Source: an optimization exercise on an open RTL-to-GDS flow (aim: small area). Production flows keep margins and buffers that such runs may drop. The RTL was checked by simulation tests, not by an equivalence proof against the original design. No activity file was given, so power comes from the tool's default toggle rates.

==> flow/design.v <==
module data_memory (
   input  logic        clk,
   input  logic        rst,
   input  logic        rEnable,
   input  logic        wEnable,
   input  logic [15:0] address,
   input  logic [15:0] wData,
   output logic [15:0] rData
);
   localparam int DEPTH = 128;
   logic [6:0]       idx;
   logic             in_range;
   logic [DEPTH-1:0] row;
   logic [DEPTH-1:0] valid;
   logic [15:0]      mem [DEPTH];
   assign idx      = address[7:1];
   assign in_range = (address[15:8] == 8'h00);
   always_comb begin
      for (int i = 0; i < DEPTH; i++) row[i] = (idx == i);
   end
   always_ff @(posedge clk or negedge rst) begin
      if (!rst) valid <= '0;
      else if (wEnable && in_range) valid <= valid | row;
   end
   for (genvar i = 0; i < DEPTH; i++) begin : g_word
      always_ff @(posedge clk) begin
         if (wEnable && in_range && row[i]) mem[i] <= wData;
      end
   end
   always_comb begin
      rData = 16'h0000;
      for (int i = 0; i < DEPTH; i++) begin
         if (row[i] && valid[i]) rData = rData | mem[i];
      end
      if (!(rst && rEnable && in_range)) rData = 16'h0000;
   end
endmodule
==> flow/run.sh <==
#!/bin/bash
# synth_recipe.tcl (not shown) runs the flow's synth.tcl, then flattens the netlist and writes it again
# the make line also repeats each setting of config.mk as NAME=value (left out here)
make -C /OpenROAD-flow-scripts/flow DESIGN_CONFIG=/design/flow/config.mk WORK_HOME=/design/flow/orfs CLKGATE_MAP_FILE= SYNTH_SCRIPT=/design/flow/synth_recipe.tcl finish
==> flow/config.mk <==
export PLATFORM = sky130hd
export DESIGN_NAME = data_memory
export DESIGN_NICKNAME = data_memory
export VERILOG_FILES = /design/flow/design.v
export SDC_FILE = /design/flow/constraint.sdc
export NUM_CORES = 4
export LEC_CHECK = 0
export CAP_MARGIN = 20
export CORE_MARGIN = 2
export CORE_UTILIZATION = 40
export SLEW_MARGIN = 20
==> flow/constraint.sdc <==
create_clock -name core_clock -period 12.0 [get_ports {clk}]
set_input_delay 2.4000 -clock core_clock [delete_from_list [all_inputs] [get_ports {clk}]]
set_output_delay 2.4000 -clock core_clock [all_outputs]
set_load 0.01 [all_outputs]
==> results_dict.tcl <==
set metrics [dict create \
    run_status "no timing/DRC/antenna violations" \
    mapped_area_mm2 0.0801 \
    finalSetupViolCount 0 \
    critical_path_peak_fanout 26 \
    die_w_um 451 \
    timing.setup.critical_path_class "in2out" \
    clk_transition_reported_paths_ps 60 \
    post_synth_and_or_nand_nor_area_fraction 0.0624 \
    critPathRequiredTime_ps 9600 \
    cp-endpoint "rData[14]" \
    total_leakage_power_nw 30.1 \
    port_buffers 50 \
    worst_slew_pin_slew_ps 1370 \
    synth.top_cell.area_share 0.768 \
    avgRoutedWirePerCell_um 54.7 \
    grt_pass1_wl_um 525000 \
    drive_above_1_share 0.206 \
    postLayoutCellArea_mm2 0.0930 \
    cts_buffer_count 213 \
    startpoint "address[1]" \
    most_area_hungry_cell_type_in_the_yosys_netlist "edfxtp_1" \
    tritoncts "done" \
    peakVddDrop_uv 179 \
    seq_cells_post_synth 2176 \
    die_height_um 451 \
    synth_adder_area_share 0 \
    slew-limit-headroom 0.0898 \
    total_wire_length_after_detailed_routing_um 418000 \
    gpl.final_weighted_congestion 1.07 \
    clock_latency_at_the_later_pin_of_the_worst_skew_pair_ps 920 \
    post_drt_via_cell_ratio 7.60 \
    hold_vio_cnt_final 0 \
    number_of_cells_upsized_or_downsized_after_cts 0 \
    clock_sinks 2176 \
    synth_xor_xnor_area_share 0 \
    cp.arrival_ps 8820 \
    achievable-frequency_mhz 89.1 \
    grt_antenna_before_repair 56 \
    vias 58100 \
    layout.cells.most_common "edfxtp_1" \
    synth_compound_gate_area_share 0.112 \
    route.antenna.remaining_nets 0 \
    edff_count_synth 2048 \
    cts_root_buf "clkbuf_16" \
    postPlaceCellArea_mm2 0.0859 \
    boundary_pin_count 52 \
    clock_skew_ps 0 \
    final_net_count 4781 \
    unrepaired_setup_endpoints_after_global_routing "no" \
    cts_hold_buffers 0 \
    fraction_of_synthesized_area_in_multiplexers 0 \
    final.setup.tns_ps 0 \
    syn_avg_cell_area_um2 18.1 \
    hold-path-cell-count 1 \
    crit-reg2reg-launch "valid[12]" \
    synth_fp_nets 4472 \
    area.growth.synth_to_final_pct 16.1 \
    core_area_mm2 0.199 \
    drt-initial-drc-count 13700 \
    rrSetupSlack_ps 10810 \
    vias_in_the_first_global_route 49600 \
    detail_route.first_pass.iterations 7 \
    main_combinational_cell_family_by_area_after_synthesis "compound AO/OA/AOI/OAI gates" \
    slew_viol_final 0 \
    postSynth.topFlopCell "edfxtp_1" \
    floorplan.initialDensity 0.402 \
    async_set_or_reset_flop_fraction_in_the_synthesized_netlist 0.0588 \
    cts-root-to-sink-buffers 3 \
    cap_violations 0 \
    fp-row-count 164 \
    largest_net_degree_at_the_start_of_global_routing 88 \
    drc 0 \
    r2r_end "valid[12]" \
    min-delay-start "valid[90]" \
    timing.hold.worst.class "reg2reg" \
    layout_common_cells "2048 x edfxtp_1, 446 x a22oi_1, 362 x buf_4" \
    cp-start-kind "primary input" \
    synth.yosys.seq_area_share 0.808 \
    end_kind "output pin" \
    cts.htree.levels 4 \
    overflow 0 \
    dieArea_mm2 0.204 \
    min_period_ps 11220 \
    dp.final_hpwl_um 262000 \
    worstRegToRegCells 1 \
    ranking_of_synthesized_cells_by_area "edfxtp_1 77%, a22oi_1 4.2%, dfrtp_1 4.0%" \
    cts.repair_timing.setup_buffer_count 0 \
    min_period_over_period 0.935 \
    global_route.usage.total 0.403 \
    postSynthCellCount 4436 \
    synth_cell_types 64 \
    total_power_divided_by_cell_area_mw_per_mm2 164 \
    yosys_warnings 2 \
]
-- report_power, final --
group | total (W) | internal (W) | switching, W
Clock | 0.00669 | 0.00364 | 0.00305
Combinational | 0.000265 | 0.0000286 | 0.000237
Sequential | 0.00830 | 0.00830 | 0.000000692
Total | 0.0153 | 0.0120 | 0.00329
-- worst max-delay path, stage by stage --
cell and delay [ps]:
clkdlybuf4s50_1 1070, and4bb_1 540, and3_1 670, buf_4 380, a22oi_1 180, nand4_1 700
or4_1 910, nor4_2 810, a31oi_1 490, clkdlybuf4s50_1 610
-- stage by stage --
| stage | worst slack, ps | hold slack, ps | total power (W) | instances | utilization |
|---|---|---|---|---|---|
| final | 782 | 456 | 0.0153 | 7648 | 0.466 |
| after global routing | 1080 | 470 | 0.0155 | 7594 | 0.465 |
| after CTS | 1520 | 457 | 0.0152 | 7579 | 0.465 |
| after detailed placement | 1540 | 444 | 0.00871 | 7182 | 0.430 |
| after global placement | 1560 | 442 | 0.00870 | 7180 | 0.430 |
| after floorplan | 5190 | 430 | 0.00850 | 4436 | - |
-- metal layers --
| metal | part of all wire | track usage | vias up | wire length (um) |
|---|---|---|---|---|
| li1 | - | - | 19400 | - |
| met3 | 0.20 | 0.263 | 1989 | 82700 |
| met1 | 0.31 | 0.458 | 29200 | 130000 |
| met2 | 0.38 | 0.521 | 7508 | 161000 |
| met5 | 0.0029 | 0.0350 | - | 1230 |
| met4 | 0.10 | 0.322 | 54 | 43200 |
-- area by class of cell --
| class | instances | area [um2] |
|---|---|---|
| fillers | 16800 | 107000 |
| flip-flops and latches | 2176 | 64700 |
| multi-input cells | 1947 | 14800 |
| clock buffers | 272 | 5680 |
| well taps | 2656 | 3320 |
| repair buffers | 405 | 3180 |
| clock inverters | 125 | 1140 |
| diodes | 65 | 163 |
| inverters | 2 | 7.51 |
-- cell families (layout without fill, tap and decap cells) --
| kind of cell | after synthesis | in the layout |
|---|---|---|
| other | 0 | 65 |
| AND/OR/NAND/NOR | 835 | 835 |
| AO/OA/AOI/OAI | 1112 | 1112 |
| buffers and inverters | 313 | 804 |
| flip-flops | 2176 | 2176 |
-- flip-flops by register name, summed over array words and instances, names as in the netlist --
signal  count
valid     128
mem      2048
-- worst min-delay path by stage --
stage,end,slack (ps)
after floorplan,valid[64],430
after global placement,valid[90],440
after detailed placement,valid[70],440
after CTS,valid[70],460
after global routing,valid[90],470
final,valid[90],460
-- cell usage after synthesis (23+ instances only) --
master,count
nand4_1,97
a32o_1,27
a21oi_1,23
or2_2,127
nand2_1,56
buf_2,70
nor2_1,147
a22oi_1,446
and2_1,35
and3_1,99
nor4_1,41
a221oi_1,172
o22ai_1,31
dfrtp_1,128
edfxtp_1,2048
a32oi_1,145
clkbuf_1,209
a22o_1,169
nand3_1,95
a31oi_1,36

afterwards: timing with drivers on the ports:
How much do the figures lean on ideal ports? The routed layout below was timed once more, with nothing changed but the port constraints.
Step 1: set_driving_cell puts a clkbuf_16 on clk and a buf_2 on each other input, an assumption about the parent block.
Step 2 moves the port delays by t, midway between the first and last clock arrival at a register: inputs arrive t later, outputs are due t later. That takes back most of the time a late clock gives input paths.
a / b / c = ideal / step 1 / step 2; a / b = the first two.
t (ns): 0.993
slack for setup (ns): 0.782 / 0.758 / 0.758
worst hold slack (ns): 0.456 / 0.456 / 0.456
latest minus earliest clock arrival (ns): 0.082 / 0.083
cell pins on the clock port's net: 1
After both steps this run still meets setup and hold. For this run, drivers alone change the setup slack by -0.024 ns; drivers and shift together by -0.024 ns.
